From an optimization exercise on the open Yosys and OpenROAD flow, aimed at small area, a short achievable clock period and few clock cycles per item; shortcuts taken in it are not production practice. Only simulation tests tie the RTL to the original design; equivalence was not proved. Power figures rest on the tool's default switching activity, not on a simulated workload.

== alpha ==
==> flow/design.v <==
module bit_rev_reorder #(
    parameter int LOG2N  = 7,
    parameter int DATA_W = 16
) (
    input  logic              Clk,
    input  logic              reset,
    input  logic              start,
    input  logic              in_valid,
    input  logic [DATA_W-1:0] in_re,
    input  logic [DATA_W-1:0] in_im,
    output logic              out_valid,
    output logic [DATA_W-1:0] out_re,
    output logic [DATA_W-1:0] out_im,
    output logic [LOG2N-1:0]  out_index,
    output logic              busy,
    output logic              tc
);
    localparam int N   = 1 << LOG2N;
    localparam int W   = 2 * DATA_W;
    localparam int GB  = 2;
    localparam int G   = 1 << GB;
    localparam int RB  = LOG2N - GB;
    localparam int R   = 1 << RB;
    localparam int WHB = LOG2N / 2;
    localparam int WLB = LOG2N - WHB;
    function automatic logic [LOG2N-1:0] rev(input logic [LOG2N-1:0] a);
        for (int i = 0; i < LOG2N; i++) rev[i] = a[LOG2N-1-i];
    endfunction
    logic             acc;           
    logic [LOG2N-1:0] acnt;          
    logic             cur_mode;      
    logic             nxt_mode;      
    logic             cur_nat;       
    logic             new_nat;
    logic [LOG2N-1:0] wr_addr;
    assign acc = start & ~busy;
    assign new_nat = 1'b0;
    assign nxt_mode = ~(cur_mode ^ cur_nat);
    assign wr_addr  = cur_mode ? rev(acnt) : acnt;
    always_ff @(posedge Clk or posedge reset) begin
        if (reset) begin
            busy     <= 1'b0;
            acnt     <= '0;
            cur_mode <= 1'b0;
            cur_nat  <= 1'b0;
        end else if (acc) begin
            busy     <= 1'b1;
            acnt     <= '0;
            cur_mode <= nxt_mode;
            cur_nat  <= new_nat;
        end else if (busy && in_valid) begin
            acnt <= acnt + LOG2N'(1);
            if (&acnt) busy <= 1'b0;
        end
    end
    logic [W-1:0]       w_data;
    logic [(1<<WHB)-1:0] w_hi;
    logic [(1<<WLB)-1:0] w_lo;
    logic               w_v;
    logic [LOG2N:0]     mcnt;        
    always_ff @(posedge Clk) begin
        w_data <= {in_re, in_im};
    end
    always_ff @(posedge Clk or posedge reset) begin
        if (reset) begin
            w_v  <= 1'b0;
            w_hi <= '0;
            w_lo <= '0;
        end else begin
            w_v  <= busy & in_valid;
            for (int i = 0; i < (1 << WHB); i++)
                w_hi[i] <= busy & in_valid & (wr_addr[LOG2N-1:WLB] == WHB'(i));
            for (int i = 0; i < (1 << WLB); i++)
                w_lo[i] <= (wr_addr[WLB-1:0] == WLB'(i));
        end
    end
    always_ff @(posedge Clk or posedge reset) begin
        if (reset) begin
            mcnt <= '0;
        end else if (acc) begin
            mcnt <= '0;
        end else if (w_v && !mcnt[LOG2N]) begin
            mcnt <= mcnt + (LOG2N+1)'(1);
        end
    end
    logic [W-1:0] r_mem [N];
    always_ff @(posedge Clk) begin
        for (int r = 0; r < N; r++) begin
            if (w_hi[r >> WLB] && w_lo[r % (1 << WLB)]) r_mem[r] <= w_data;
        end
    end
    logic             rd_act;        
    logic [LOG2N-1:0] rcnt;          
    logic             rorder;        
    logic             rnat;
    logic             rd_cur;        
    logic             pend;          
    logic             p_order;
    logic             p_nat;
    logic [LOG2N-1:0] need;          
    logic [LOG2N-1:0] raddr;
    logic             go;
    logic             take;
    assign need  = rnat ? rcnt : rev(rcnt);
    assign raddr = rorder ? rcnt : rev(rcnt);
    assign go    = rd_act & (~rd_cur | ({1'b0, need} < mcnt));
    assign take  = pend & (~rd_act | (go & (&rcnt)));
    always_ff @(posedge Clk or posedge reset) begin
        if (reset) begin
            rd_act  <= 1'b0;
            rcnt    <= '0;
            rorder  <= 1'b0;
            rnat    <= 1'b0;
            rd_cur  <= 1'b0;
            pend    <= 1'b0;
            p_order <= 1'b0;
            p_nat   <= 1'b0;
        end else begin
            if (take) begin
                rd_act <= 1'b1;
                rcnt   <= '0;
                rorder <= p_order;
                rnat   <= p_nat;
            end else if (go) begin
                rcnt <= rcnt + LOG2N'(1);
                if (&rcnt) rd_act <= 1'b0;
            end
            if (acc) begin
                pend    <= 1'b1;
                p_order <= nxt_mode ^ new_nat;
                p_nat   <= new_nat;
                rd_cur  <= 1'b0;
            end else if (take) begin
                pend   <= 1'b0;
                rd_cur <= 1'b1;
            end
        end
    end
    logic           s0_v;
    logic           s0_tc;
    logic [LOG2N-1:0] s0_idx;
    logic [R-1:0]   s0_row;
    logic [G-1:0]   s0_grp;
    always_ff @(posedge Clk or posedge reset) begin
        if (reset) begin
            s0_v   <= 1'b0;
            s0_tc  <= 1'b0;
            s0_row <= '0;
            s0_grp <= '0;
        end else begin
            s0_v  <= go;
            s0_tc <= go & (&rcnt);
            for (int i = 0; i < R; i++) s0_row[i] <= (raddr[RB-1:0] == RB'(i));
            for (int i = 0; i < G; i++) s0_grp[i] <= (raddr[LOG2N-1:RB] == GB'(i));
        end
    end
    always_ff @(posedge Clk) begin
        s0_idx <= rcnt;
    end
    logic [W-1:0]     s1_word [G];
    logic             s1_v;
    logic             s1_tc;
    logic [LOG2N-1:0] s1_idx;
    logic [G-1:0]     s1_grp;
    logic [W-1:0]     grp_word [G];
    always_comb begin
        for (int g = 0; g < G; g++) begin
            grp_word[g] = '0;
            for (int i = 0; i < R; i++) grp_word[g] = grp_word[g] | ({W{s0_row[i]}} & r_mem[g * R + i]);
        end
    end
    always_ff @(posedge Clk) begin
        for (int g = 0; g < G; g++) s1_word[g] <= grp_word[g];
        s1_idx <= s0_idx;
    end
    always_ff @(posedge Clk or posedge reset) begin
        if (reset) begin
            s1_v   <= 1'b0;
            s1_tc  <= 1'b0;
            s1_grp <= '0;
        end else begin
            s1_v   <= s0_v;
            s1_tc  <= s0_tc;
            s1_grp <= s0_grp;
        end
    end
    logic [W-1:0] out_word;
    always_comb begin
        out_word = '0;
        for (int g = 0; g < G; g++) out_word = out_word | ({W{s1_grp[g]}} & s1_word[g]);
    end
    always_ff @(posedge Clk or posedge reset) begin
        if (reset) begin
            out_valid <= 1'b0;
            tc        <= 1'b0;
        end else begin
            out_valid <= s1_v;
            tc        <= s1_tc;
        end
    end
    always_ff @(posedge Clk) begin
        out_index        <= s1_idx;
        {out_re, out_im} <= out_word;
    end
endmodule
export LEC_CHECK = 0
export CAP_MARGIN = 20
export CORE_MARGIN = 2
export CORE_UTILIZATION = 45
export SLEW_MARGIN = 20
create_clock -name core_clock -period 5.0 [get_ports {Clk}]
run.sh (not shown) runs the stock make flow with config.mk's settings and CLKGATE_MAP_FILE= SYNTH_SCRIPT=/design/flow/synth_recipe.tcl, a recipe that flattens the netlist after the stock synthesis.
alpha: flow completed, timing, DRC and antenna clean
Testbench counts of alpha, summed over its fixed seeds: cycles 17,384, frames 128.
Setup changes, alpha to beta
Settings: setting SETUP_SLACK_MARGIN to 2.5 for the first time.
[summary]
beta: post-detailed-route via-to-cell ratio is about 0.75% higher than what alpha reported. Going from alpha to beta, the final critical-path required period was found to have gone down by 700 ps. Maximum ir drop on the vdd rail (higher): alpha. beta vs alpha on post-route clock period utilization: beta is the lower one. Setup slack | beta above alpha. In the metrics for alpha and beta, the one carrying the lower normalized max-slew margin is beta. Between alpha and beta, the flow reports switching power total increasing slightly. Compared to alpha, beta has global-route wire length before repair about 2% higher. On combinational share of power: between alpha and beta, it ends up higher for beta. beta vs. alpha: register-to-register slack now larger; final standard cell area without fillers now larger.

-- what the ideal ports hide --
Ports are ideal in the flow. The routed layouts listed here were re-timed in OpenROAD. Step 1: set_driving_cell puts a clkbuf_16 on Clk and a buf_2 on each other input, an assumption about the parent block. Step 2, shift: input delay + t, output delay - t, t = (earliest + latest rising clock arrival at the registers) / 2. This alone moves slack from input paths to output paths. Slacks: no drivers / after step 1 / after step 2; pairs: no drivers / after step 1.
| run | t, ns | setup WS [ns] | worst data-port slew with drivers (ns) |
|---|---|---|---|
| alpha | 1.079 | 1.647 / 1.544 / 2.029 | 0.08 |
| beta | 1.077 | 2.347 / 2.244 / 2.160 | 0.07 |
After both steps every run listed still meets setup and hold. The setup slack of beta, which loses most, moves by -0.103 ns with the drivers and by -0.187 ns with both steps.
